Background: an optimization exercise with open tools, aiming at a short achievable clock period and few clock cycles per item. Do not read the settings as production practice.
At most, simulation tests tie the RTL to the original design; equivalence was not proved.

Setup of lane 2:
==> module divider_top, before the edit <==
module divider_top (
    input  logic        clk,
    input  logic        rst_n,
    input  logic [31:0] op1,
    input  logic [31:0] op2,
    input  logic [2:0]  funct3,
    input  logic        start,
    input  logic        ack,
    output logic [31:0] result,
    output logic        done
);
    localparam int RB   = 3;                   
    localparam int G    = 2;                   
    localparam int M    = RB * G;              
    localparam int NCMX = 31 / M + 1;          
    localparam int WW   = NCMX * M;            
    localparam int NM   = (1 << RB) - 1;       
    localparam int XW   = 32 + RB;             
    localparam int CW   = $clog2(NCMX + 1);
    logic        sgn, a_neg, b_neg, b_zero;
    logic [31:0] a_abs, b_abs;
    logic [CW-1:0] ncyc;
    assign sgn    = ~funct3[0];
    assign a_neg  = sgn & op1[31];
    assign b_neg  = sgn & op2[31];
    assign a_abs  = a_neg ? -op1 : op1;
    assign b_abs  = b_neg ? -op2 : op2;
    assign b_zero = (op2 == 32'd0);
    logic [NCMX-1:0] reach;
    logic [NCMX:0]   csel;
    always_comb begin
        for (int c = 0; c < NCMX; c++)
            reach[c] = ~b_zero & ((a_abs >> (c * M)) >= b_abs);
        csel[0] = ~reach[0];
        for (int c = 1; c < NCMX; c++)
            csel[c] = reach[c-1] & ~reach[c];
        csel[NCMX] = reach[NCMX-1];
        ncyc = '0;
        for (int c = 1; c <= NCMX; c++)
            if (csel[c]) ncyc = CW'(c);
    end
    logic [31:0]   r_init;
    logic [WW-1:0] w_init;
    always_comb begin
        logic [32+WW-1:0] cat;
        cat = '0;
        for (int c = 0; c <= NCMX; c++)
            if (csel[c]) cat = cat | ({{WW{1'b0}}, a_abs} << (WW - c * M));
        {r_init, w_init} = cat;
    end
    logic [XW-1:0] mult_init [1:NM];
    always_comb begin
        for (int j = 1; j <= NM; j++)
            mult_init[j] = ~(XW'(b_abs) * XW'(j));
    end
    logic          busy_q;
    logic [CW-1:0] cnt_q;
    logic          accept;
    logic [31:0]   rem_q;
    logic [WW-1:0] w_q;
    logic [XW-1:0] mult_q [1:NM];
    logic [31:0]   quo_q, quom_q;
    logic          rem_sel_q, rneg_q, qneg_q;
    assign accept = start & ~busy_q & (~done | ack);
    logic [31:0] rem_nxt;
    logic [WW-1:0] w_nxt;
    logic [31:0] quo_nxt, quom_nxt;
    always_comb begin
        logic [31:0] r;
        logic [31:0] q, qm;
        logic [XW-1:0] x;
        logic [XW:0]   d [0:NM];
        logic [RB-1:0] dig;
        logic [XW-1:0] nx;
        logic [NM+1:0] ge;
        logic [NM:0]   oh;
        r  = rem_q;
        q  = quo_q;
        qm = quom_q;
        for (int s = 0; s < G; s++) begin
            x = {r, w_q[WW-1-RB*s -: RB]};
            ge[0] = 1'b1;
            d[0]  = {1'b0, x};
            for (int j = 1; j <= NM; j++) begin
                d[j] = {1'b0, x} + {1'b0, mult_q[j]} + (XW+1)'(1);
                ge[j] = d[j][XW];
            end
            ge[NM+1] = 1'b0;
            dig = '0;
            nx  = '0;
            for (int j = 0; j <= NM; j++) begin
                oh[j] = ge[j] & ~ge[j+1];
                if (oh[j]) dig = dig | RB'(j);
                nx = nx | ({XW{oh[j]}} & d[j][XW-1:0]);
            end
            r = nx[31:0];
            if (dig != '0) qm = {q[31-RB:0], dig - 1'b1};
            else           qm = {qm[31-RB:0], {RB{1'b1}}};
            q = {q[31-RB:0], dig};
        end
        rem_nxt  = r;
        quo_nxt  = q;
        quom_nxt = qm;
        w_nxt    = w_q << M;
    end
    always_ff @(posedge clk or negedge rst_n) begin
        if (!rst_n) begin
            busy_q <= 1'b0;
            cnt_q  <= '0;
            done   <= 1'b0;
        end else begin
            if (accept) begin
                busy_q <= (ncyc != '0);
                cnt_q  <= ncyc;
                done   <= (ncyc == '0);
            end else if (busy_q) begin
                cnt_q <= cnt_q - 1'b1;
                if (cnt_q == CW'(1)) begin
                    busy_q <= 1'b0;
                    done   <= 1'b1;
                end
            end else if (ack) begin
                done <= 1'b0;
            end
        end
    end
    always_ff @(posedge clk) begin
        if (accept) begin
            rem_q     <= r_init;
            w_q       <= w_init;
            for (int j = 1; j <= NM; j++) mult_q[j] <= mult_init[j];
            quo_q     <= b_zero ? 32'hffff_ffff : 32'd0;
            quom_q    <= b_zero ? 32'd0 : 32'hffff_ffff;
            rem_sel_q <= funct3[1];
            rneg_q    <= a_neg;
            qneg_q    <= a_neg ^ b_neg;
        end else if (busy_q) begin
            rem_q  <= rem_nxt;
            w_q    <= w_nxt;
            quo_q  <= quo_nxt;
            quom_q <= quom_nxt;
        end
    end
    assign result = rem_sel_q ? (rneg_q ? -rem_q : rem_q)
                              : (qneg_q ? ~quom_q : quo_q);
endmodule
clock: 27.0 ns
lec_check: 0
cap_margin: 20
core_margin: 2
core_utilization: 40
slew_margin: 20
run.sh (not shown) runs the stock make flow with config.mk's settings and CLKGATE_MAP_FILE= SYNTH_SCRIPT=/design/flow/synth_recipe.tcl, a recipe that flattens the netlist after the stock synthesis.
Testbench counts of lane 2, summed over its fixed seeds: cycles 65,707, items 32,000.
Input changes introduced in lane 4 (baseline for comparison: lane 2):
--- a/flow/design.v
+++ b/flow/design.v
@@ -10,8 +10,8 @@
     output logic [31:0] result,
     output logic        done
 );
-    localparam int RB   = 3;                   
-    localparam int G    = 2;                   
+    localparam int RB   = 2;                   
+    localparam int G    = 3;                   
     localparam int M    = RB * G;              
     localparam int NCMX = 31 / M + 1;          
     localparam int WW   = NCMX * M;            
@@ -20,6 +20,8 @@
     localparam int CW   = $clog2(NCMX + 1);
     logic        sgn, a_neg, b_neg, b_zero;
     logic [31:0] a_abs, b_abs;
+    logic [5:0]  la, lb;
+    logic signed [6:0] kdiff;
     logic [CW-1:0] ncyc;
     assign sgn    = ~funct3[0];
     assign a_neg  = sgn & op1[31];
@@ -27,27 +29,24 @@
     assign a_abs  = a_neg ? -op1 : op1;
     assign b_abs  = b_neg ? -op2 : op2;
     assign b_zero = (op2 == 32'd0);
-    logic [NCMX-1:0] reach;
-    logic [NCMX:0]   csel;
+    function automatic logic [5:0] lzc32(input logic [31:0] v);
+        lzc32 = 6'd32;
+        for (int i = 0; i < 32; i++)
+            if (v[i]) lzc32 = 6'(31 - i);
+    endfunction
+    assign la    = lzc32(a_abs);
+    assign lb    = lzc32(b_abs);
+    assign kdiff = $signed({1'b0, lb}) - $signed({1'b0, la});
     always_comb begin
-        for (int c = 0; c < NCMX; c++)
-            reach[c] = ~b_zero & ((a_abs >> (c * M)) >= b_abs);
-        csel[0] = ~reach[0];
-        for (int c = 1; c < NCMX; c++)
-            csel[c] = reach[c-1] & ~reach[c];
-        csel[NCMX] = reach[NCMX-1];
-        ncyc = '0;
-        for (int c = 1; c <= NCMX; c++)
-            if (csel[c]) ncyc = CW'(c);
+        if (b_zero || kdiff < 0) ncyc = '0;
+        else                     ncyc = CW'(kdiff / M + 1);
     end
     logic [31:0]   r_init;
     logic [WW-1:0] w_init;
     always_comb begin
         logic [32+WW-1:0] cat;
-        cat = '0;
-        for (int c = 0; c <= NCMX; c++)
-            if (csel[c]) cat = cat | ({{WW{1'b0}}, a_abs} << (WW - c * M));
-        {r_init, w_init} = cat;
+        cat = {{WW{1'b0}}, a_abs};
+        {r_init, w_init} = cat << (WW - ncyc * M);
     end
     logic [XW-1:0] mult_init [1:NM];
     always_comb begin
@@ -70,30 +69,22 @@
         logic [31:0] r;
         logic [31:0] q, qm;
         logic [XW-1:0] x;
-        logic [XW:0]   d [0:NM];
+        logic [XW:0]   d [1:NM];
         logic [RB-1:0] dig;
         logic [XW-1:0] nx;
-        logic [NM+1:0] ge;
-        logic [NM:0]   oh;
         r  = rem_q;
         q  = quo_q;
         qm = quom_q;
         for (int s = 0; s < G; s++) begin
             x = {r, w_q[WW-1-RB*s -: RB]};
-            ge[0] = 1'b1;
-            d[0]  = {1'b0, x};
+            dig = '0;
             for (int j = 1; j <= NM; j++) begin
                 d[j] = {1'b0, x} + {1'b0, mult_q[j]} + (XW+1)'(1);
-                ge[j] = d[j][XW];
+                if (d[j][XW]) dig = RB'(j);
             end
-            ge[NM+1] = 1'b0;
-            dig = '0;
-            nx  = '0;
-            for (int j = 0; j <= NM; j++) begin
-                oh[j] = ge[j] & ~ge[j+1];
-                if (oh[j]) dig = dig | RB'(j);
-                nx = nx | ({XW{oh[j]}} & d[j][XW-1:0]);
-            end
+            nx = x;
+            for (int j = 1; j <= NM; j++)
+                if (dig == RB'(j)) nx = d[j][XW-1:0];
             r = nx[31:0];
             if (dig != '0) qm = {q[31-RB:0], dig - 1'b1};
             else           qm = {qm[31-RB:0], {RB{1'b1}}};
==> comparison <==
In the final design statistics, lane 4 uses fewer standard cells in total than lane 2.
Changes observed in lane 4 relative to lane 2: number of design-rule violations left by the first detailed-router iteration fell about 26%; multi-input gate area in the final layout -30%; clock slew at the register clock pins of the worst setup and hold paths roughly the same; global-route usage -3.2 points.
Lane 4 against lane 2: final worst slack saw a decrease, amount of wire on met3 after detailed routing went down.
Summary: with lane 2 as the reference, total detailed-routing wirelength in lane 4 moved down by more than a quarter.
Compared with lane 2, lane 4 shows non-clock buffer count that has gone down by more than a quarter.
Transition time at the pin with the least slew margin was lower in the run labelled lane 4.
In the flow results for lane 4 and lane 2, the post-detailed-route via-to-cell ratio is smaller on lane 4.
Status: hold slack parity (lane 2, lane 4)
No functional check of the RTL was part of lane 4.

## what the ideal ports hide
Ports are ideal in the flow. The routed layouts listed here were re-timed in OpenROAD. Step 1: set_driving_cell puts a clkbuf_16 on clk and a buf_2 on each other input, an assumption about the parent block. Step 2 times the ports against the registers' clock, not the clock port: input delays grow and output delays shrink by t, the midpoint of the rising clock arrivals with the driver on. a / b / c = ideal / step 1 / step 2; a / b = the first two.
run	t, ns	setup slack, ns	hold WS [ns]	cell pins on the clock port's net
lane 2	0.654	13.845 / 13.898 / 13.244	0.524 / 0.524 / 0.524	1
lane 4	0.606	9.418 / 9.451 / 8.845	0.521 / 0.521 / 0.521	1
After both steps every run listed still meets setup and hold. The setup slack of lane 2, which loses most, moves by +0.053 ns with the drivers and by -0.601 ns with both steps.
